This is an optimization exercise on Yosys and OpenROAD, whose aim is small area, a short achievable clock period and few clock cycles per item, not a production implementation.
Where RTL was checked, it was by simulation tests only, not by an equivalence proof against the original.
Power is estimated from default activity; no workload was simulated.

Design bicubic_resampler, start of the top module:
module bicubic_resampler #(
    parameter int LEN_W = bicubic_pkg::LEN_W
) (
    input  wire logic              CLK,
    input  wire logic              RST,
    input  wire logic              start_i,
    input  wire logic [LEN_W-1:0]  src_len_i,
    input  wire logic [LEN_W-1:0]  dst_len_i,
    input  wire logic              src_valid_i,
    input  wire bicubic_pkg::pix_t src_pix_i,
    output logic                   src_ready_o,
    output logic                   out_valid_o,
    output bicubic_pkg::pix_t      out_pix_o,
    input  wire logic              out_ready_i,
    output logic                   done_o
);
Size: ~2,600 cells after synthesis, about 390 flip-flops, roughly 0.027 mm^2 of cells after synthesis.
==> flow/config.mk <==
export PLATFORM = sky130hd
export DESIGN_NAME = bicubic_resampler
export DESIGN_NICKNAME = bicubic_resampler
export VERILOG_FILES = /design/flow/design.v
export SDC_FILE = /design/flow/constraint.sdc
export NUM_CORES = 4
export LEC_CHECK = 0
export ABC_CLOCK_PERIOD_IN_PS = 4000
export CAP_MARGIN = 20
export CORE_MARGIN = 2
export CORE_UTILIZATION = 40
export SETUP_SLACK_MARGIN = 5
export SLEW_MARGIN = 20
export SYNTH_HIERARCHICAL = 1
==> flow/constraint.sdc <==
create_clock -name core_clock -period 10.0 [get_ports {CLK}]
set_input_delay 2.0000 -clock core_clock [delete_from_list [all_inputs] [get_ports {CLK}]]
set_output_delay 2.0000 -clock core_clock [all_outputs]
set_load 0.01 [all_outputs]
standard.sh (not shown) runs the stock make flow with config.mk's settings and CLKGATE_MAP_FILE= SYNTH_SCRIPT=/design/flow/synth_recipe.tcl, a recipe that flattens the netlist after the stock synthesis.
==> flow/flow/run.sh <==
#!/bin/bash
set -euo pipefail
sed 's/ SETUP_SLACK_MARGIN=[0-9.]* / SETUP_SLACK_MARGIN=6.4 /' standard.sh > standard_margin.sh
grep -q 'SETUP_SLACK_MARGIN=6.4' standard_margin.sh
bash standard_margin.sh > standard.log 2>&1
Then changed:
==> flow/run.sh (new file) <==
#!/bin/bash
# synth_recipe.tcl (not shown) runs the flow's synth.tcl, then flattens the netlist and writes it again
# the make line also repeats each setting of config.mk as NAME=value (left out here)
make -C /OpenROAD-flow-scripts/flow DESIGN_CONFIG=/design/flow/config.mk WORK_HOME=/design/flow/orfs CLKGATE_MAP_FILE= SYNTH_SCRIPT=/design/flow/synth_recipe.tcl finish
removed: flow/flow/run.sh
removed: flow/standard.sh
=> The changed run produced a clean layout. Global-route usage rises by 0.20 points. Critical path depth went down by 2. Setup slack loses 180 ps. Core utilization goes down by 1.6 points. Via count fell by 1.7%.
Function was not checked in any run of this note: the RTL went through the layout flow alone.

* * *

v34:
Another version of the RTL of bicubic_resampler (not shown whole).
For scale: roughly 2,700 cells after synthesis, roughly 27,000 sq um of cells after synthesis.
clock: 10.0 ns
lec_check: 0
abc_clock_period_in_ps: 4000
cap_margin: 10
core_margin: 2
core_utilization: 55
place_density: 0.75
setup_slack_margin: 5
slew_margin: 10
synth_hierarchical: 1
==> flow/flow/run.sh <==
#!/bin/bash
set -euo pipefail
sed 's/ SETUP_SLACK_MARGIN=[0-9.]* / SETUP_SLACK_MARGIN=6.6 /' standard.sh > standard_margin.sh
grep -q 'SETUP_SLACK_MARGIN=6.6' standard_margin.sh
bash standard_margin.sh > standard.log 2>&1
Testbench counts of v34, summed over its fixed seeds: cycles 18,916, items 16,987.
Edits applied to the flow inputs when going from v34 to v11:
# v34
export LEC_CHECK = 0
export ABC_CLOCK_PERIOD_IN_PS = 4000
export CAP_MARGIN = 10
export CORE_MARGIN = 2
export CORE_UTILIZATION = 55
export PLACE_DENSITY = 0.75
export SETUP_SLACK_MARGIN = 5
export SLEW_MARGIN = 10
export SYNTH_HIERARCHICAL = 1
create_clock -name core_clock -period 10.0 [get_ports {CLK}]
# v11
export LEC_CHECK = 0
export ABC_CLOCK_PERIOD_IN_PS = 4000
export CAP_MARGIN = 20
export CORE_MARGIN = 2
export CORE_UTILIZATION = 55
export CTS_CLUSTER_DIAMETER = 100
export CTS_CLUSTER_SIZE = 30
export PLACE_DENSITY = 0.75
export SETUP_SLACK_MARGIN = 5
export SLEW_MARGIN = 20
export SYNTH_HIERARCHICAL = 1
create_clock -name core_clock -period 10.0 [get_ports {CLK}]
==> comparison <==
The sequential portion of the cell area in v11 was higher than what v34 gave.
The routed wire length of v11 falls short of that of v34 by 1800 um.
Re combinational share of power: v11 is 5.2 points up on v34.
Looking at setup slack, v11 sits 0.017 ns above v34.
v11 consumes less power than v34 does.
Relative to v34, fmax has increased by about 0.5% in v11.
Side by side, number of cells in the finished layout apart from fillers turned out lower in v11 than in v34.
Final net count, v34 and v11, higher one = v34.
Input-level comparison between v4 and v11:
# v11
export LEC_CHECK = 0
export ABC_CLOCK_PERIOD_IN_PS = 4000
export CAP_MARGIN = 20
export CORE_MARGIN = 2
export CORE_UTILIZATION = 55
export CTS_CLUSTER_DIAMETER = 100
export CTS_CLUSTER_SIZE = 30
export PLACE_DENSITY = 0.75
export SETUP_SLACK_MARGIN = 5
export SLEW_MARGIN = 20
export SYNTH_HIERARCHICAL = 1
create_clock -name core_clock -period 10.0 [get_ports {CLK}]
# v4
export LEC_CHECK = 0
export ABC_CLOCK_PERIOD_IN_PS = 4000
export CAP_MARGIN = 20
export CORE_MARGIN = 2
export CORE_UTILIZATION = 55
export CTS_CLUSTER_DIAMETER = 100
export CTS_CLUSTER_SIZE = 22
export PLACE_DENSITY = 0.75
export SETUP_SLACK_MARGIN = 5
export SLEW_MARGIN = 20
export SYNTH_HIERARCHICAL = 1
create_clock -name core_clock -period 10.0 [get_ports {CLK}]
[summary]
Across v11 and v4, none had a timing, DRC or antenna violation. v4 vs. v11: core utilization has remained practically unchanged; minimum period implied by the final worst setup slack increased 0.051 ns; clock network contribution to total cell area +0.32 points; final-layout non-clock buffer area share went down by 0.31 points; power of the combinational group has decreased. v4 ended up with den[1] as its launch point of the worst path; v11 ended up with en[0]. v4 improves on v11 in first-pass GRT wire length.

* * *

== P ==
Another version of the RTL of bicubic_resampler (not shown whole).
Size in the first run: roughly 2,500 cells after synthesis, roughly 300 flip-flops, roughly 0.025 sq mm of cells after synthesis.
==> flow/design.v (excerpt) <==
module bicubic_resampler #(
    parameter int LEN_W = bicubic_pkg::LEN_W
) (
    input  wire logic              CLK,
    input  wire logic              RST,
    input  wire logic              start_i,
    input  wire logic [LEN_W-1:0]  src_len_i,
    input  wire logic [LEN_W-1:0]  dst_len_i,
    input  wire logic              src_valid_i,
    input  wire bicubic_pkg::pix_t src_pix_i,
    output logic                   src_ready_o,
    output logic                   out_valid_o,
    output bicubic_pkg::pix_t      out_pix_o,
    input  wire logic              out_ready_i,
    output logic                   done_o
);
Settings: LEC_CHECK=0, ABC_CLOCK_PERIOD_IN_PS=3000, CAP_MARGIN=20, CORE_MARGIN=2, CORE_UTILIZATION=40, SETUP_SLACK_MARGIN=5, SLEW_MARGIN=20, SYNTH_HIERARCHICAL=1; clock period 10.0 ns.
run.sh (not shown) runs the stock make flow with config.mk's settings and CLKGATE_MAP_FILE= SYNTH_SCRIPT=/design/flow/synth_recipe.tcl, a recipe that flattens the netlist after the stock synthesis.
Stock flow here: none of the scripts above is used.
Setup changes, P to Q
Settings: swapping 3000 for 2000 in ABC_CLOCK_PERIOD_IN_PS.
--- outcome ---
- Initial antenna violation count across P and Q: no real change.
- P -> Q: area growth from synthesis to layout delta 0, exact match
- Re aggregate routed wire length: no difference whatsoever between Q and P.
- Reported for P and Q, switching share of power turned out identical to the last digit.
- P and Q ended up with roughly the same clock group share of total power.
- Final critical-path setup slack across P and Q: no real change.
- From Q to P, global routing met1 resource utilization did not move at all.
- From P to Q, static power due to leakage did not move at all.
- Clock skew: Q vs P identical
Function was not checked in any run of this note: the RTL went through the layout flow alone.

* * *

bicubic_resampler with an RTL version that a note above also has.
For scale: about 38 I/O pins, about 0.027 mm^2 of cells after synthesis.
// bicubic_resampler
module bicubic_resampler #(
    parameter int LEN_W = bicubic_pkg::LEN_W
) (
    input  wire logic              CLK,
    input  wire logic              RST,
    input  wire logic              start_i,
    input  wire logic [LEN_W-1:0]  src_len_i,
    input  wire logic [LEN_W-1:0]  dst_len_i,
    input  wire logic              src_valid_i,
    input  wire bicubic_pkg::pix_t src_pix_i,
    output logic                   src_ready_o,
    output logic                   out_valid_o,
    output bicubic_pkg::pix_t      out_pix_o,
    input  wire logic              out_ready_i,
    output logic                   done_o
);
clock: 10.0 ns
lec_check: 0
abc_clock_period_in_ps: 4000
cap_margin: 20
core_margin: 2
core_utilization: 55
setup_slack_margin: 5
slew_margin: 20
synth_hierarchical: 1
standard.sh (not shown) runs the stock make flow with config.mk's settings and CLKGATE_MAP_FILE= SYNTH_SCRIPT=/design/flow/synth_recipe.tcl, a recipe that flattens the netlist after the stock synthesis.
Scripts as last shown in full above: flow/flow/run.sh
The starting point completed with no timing, DRC or antenna violations.
Testbench counts at the start, summed over its fixed seeds: cycles 18,916, items 16,987.
Next try:
Settings changed: CTS_CLUSTER_DIAMETER from default to 100, CTS_CLUSTER_SIZE from default to 22, PLACE_DENSITY from default to 0.75, TNS_END_PERCENT from default to 60.
After rerunning:
- sequential share of layout area came out higher by 0.82 points
- worst setup slack degrades by 0.031 ns
- wire length came out lower by 5.1%
- sequential power stays flat
- cell count came out lower by 1.2%
- combinational power came out higher by 5.0%
- via count came out higher by 1.0%
Next try:
Settings changed: PLACE_DENSITY 0.75 to 0.8, TNS_END_PERCENT 60 to default.
Effect: The new run ran to the end with no violations; global-route usage goes up by 0.37 points; worst hold slack is worse by 0.011 ns; cell area decreases slightly; via count went up slightly; worst setup slack gets better by 0.044 ns.
Next try:
==> flow/flow/run.sh (replaced) <==
#!/bin/bash
set -euo pipefail
sed 's/ SETUP_SLACK_MARGIN=[0-9.]* / SETUP_SLACK_MARGIN=6.5 /' standard.sh > standard_margin.sh
grep -q 'SETUP_SLACK_MARGIN=6.5' standard_margin.sh
bash standard_margin.sh > standard.log 2>&1
Settings changed: CTS_CLUSTER_DIAMETER 100 to default, CTS_CLUSTER_SIZE 22 to default, PLACE_DENSITY 0.8 to 0.75.
After rerunning: The changed run produced a clean layout; count of clock-buffer cells in the layout rises by 27; routed wire length rises by 0.62%; first-iteration DRC count falls by 11%; synthesized area stays the same.
Next try:
==> flow/flow/run.sh (replaced) <==
#!/bin/bash
set -euo pipefail
sed 's/ SETUP_SLACK_MARGIN=[0-9.]* / SETUP_SLACK_MARGIN=6.6 /' standard.sh > standard_margin.sh
grep -q 'SETUP_SLACK_MARGIN=6.6' standard_margin.sh
bash standard_margin.sh > standard.log 2>&1
Settings changed: CTS_CLUSTER_DIAMETER from default to 100, CTS_CLUSTER_SIZE from default to 22, TNS_END_PERCENT from default to 30.
- final area decreases by about 2%
- utilization decreases by 1.3 points
- power decreases by about 5.6%
- routed wire length decreases by 2.2%
- setup slack loses 0.044 ns
- fmax decreases by 1.3%
- die area stays the same
- clock-buffer cell count decreases by 27
- synthesized area is unchanged
- clock skew increases by 0.017 ns
Next try:
Settings changed: CTS_CLUSTER_SIZE 22 to 26, TNS_END_PERCENT 30 to default.
Outcome: Worst setup slack is better by 0.11 ns; non-clock buffer count decreases by 2; worst hold slack got worse by 0.0046 ns.

-- static timing again, ports no longer ideal --
How much do the figures lean on ideal ports? The routed layouts below were timed once more, with nothing changed but the port constraints.
Step 1 sets driving cells, clkbuf_16 on the clock port and buf_2 on the other inputs (assumed; they add their load-dependent delay and slew).
Step 2, shift: input delay + t, output delay - t, t = (earliest + latest rising clock arrival at the registers) / 2. This alone moves slack from input paths to output paths.
Slacks: no drivers / after step 1 / after step 2; pairs: no drivers / after step 1.
run	t (ns)	setup slack, ns	hold slack, ns	worst register clock-pin slew, ns	worst slew at a driven data input, ns
the first run of note 1	0.616	5.398 / 5.398 / 5.398	0.322 / 0.322 / 0.322	0.07 / 0.07	0.07
the second run of note 1	0.641	5.219 / 5.219 / 5.203	0.318 / 0.318 / 0.318	0.06 / 0.06	0.04
v34	0.641	6.632 / 6.632 / 6.053	0.322 / 0.322 / 0.322	0.07 / 0.07	0.04
v11	0.607	6.649 / 6.649 / 6.104	0.328 / 0.328 / 0.328	0.12 / 0.12	0.04
v4	0.601	6.598 / 6.598 / 6.069	0.329 / 0.329 / 0.329	0.10 / 0.10	0.04
P	0.590	5.251 / 5.251 / 5.175	0.325 / 0.325 / 0.325	0.06 / 0.06	0.12
Q	0.590	5.251 / 5.251 / 5.175	0.325 / 0.325 / 0.325	0.06 / 0.06	0.12
the first run of note 4	0.626	6.593 / 6.628 / 6.002	0.322 / 0.322 / 0.322	0.06 / 0.06	0.04
the second run of note 4	0.618	6.562 / 6.504 / 6.036	0.328 / 0.328 / 0.328	0.10 / 0.10	0.04
the third run of note 4	0.600	6.606 / 6.618 / 6.031	0.317 / 0.317 / 0.317	0.10 / 0.10	0.03
the fourth run of note 4	0.621	6.544 / 6.490 / 5.978	0.315 / 0.315 / 0.315	0.07 / 0.07	0.04
the fifth run of note 4	0.619	6.500 / 6.441 / 6.043	0.328 / 0.328 / 0.328	0.10 / 0.10	0.04
the sixth run of note 4	0.601	6.606 / 6.606 / 6.082	0.323 / 0.323 / 0.323	0.11 / 0.11	0.04
After both steps setup and hold are still met in every run listed. For the first run of note 4, which loses most, drivers alone change the setup slack by +0.035 ns; drivers and shift together by -0.591 ns.
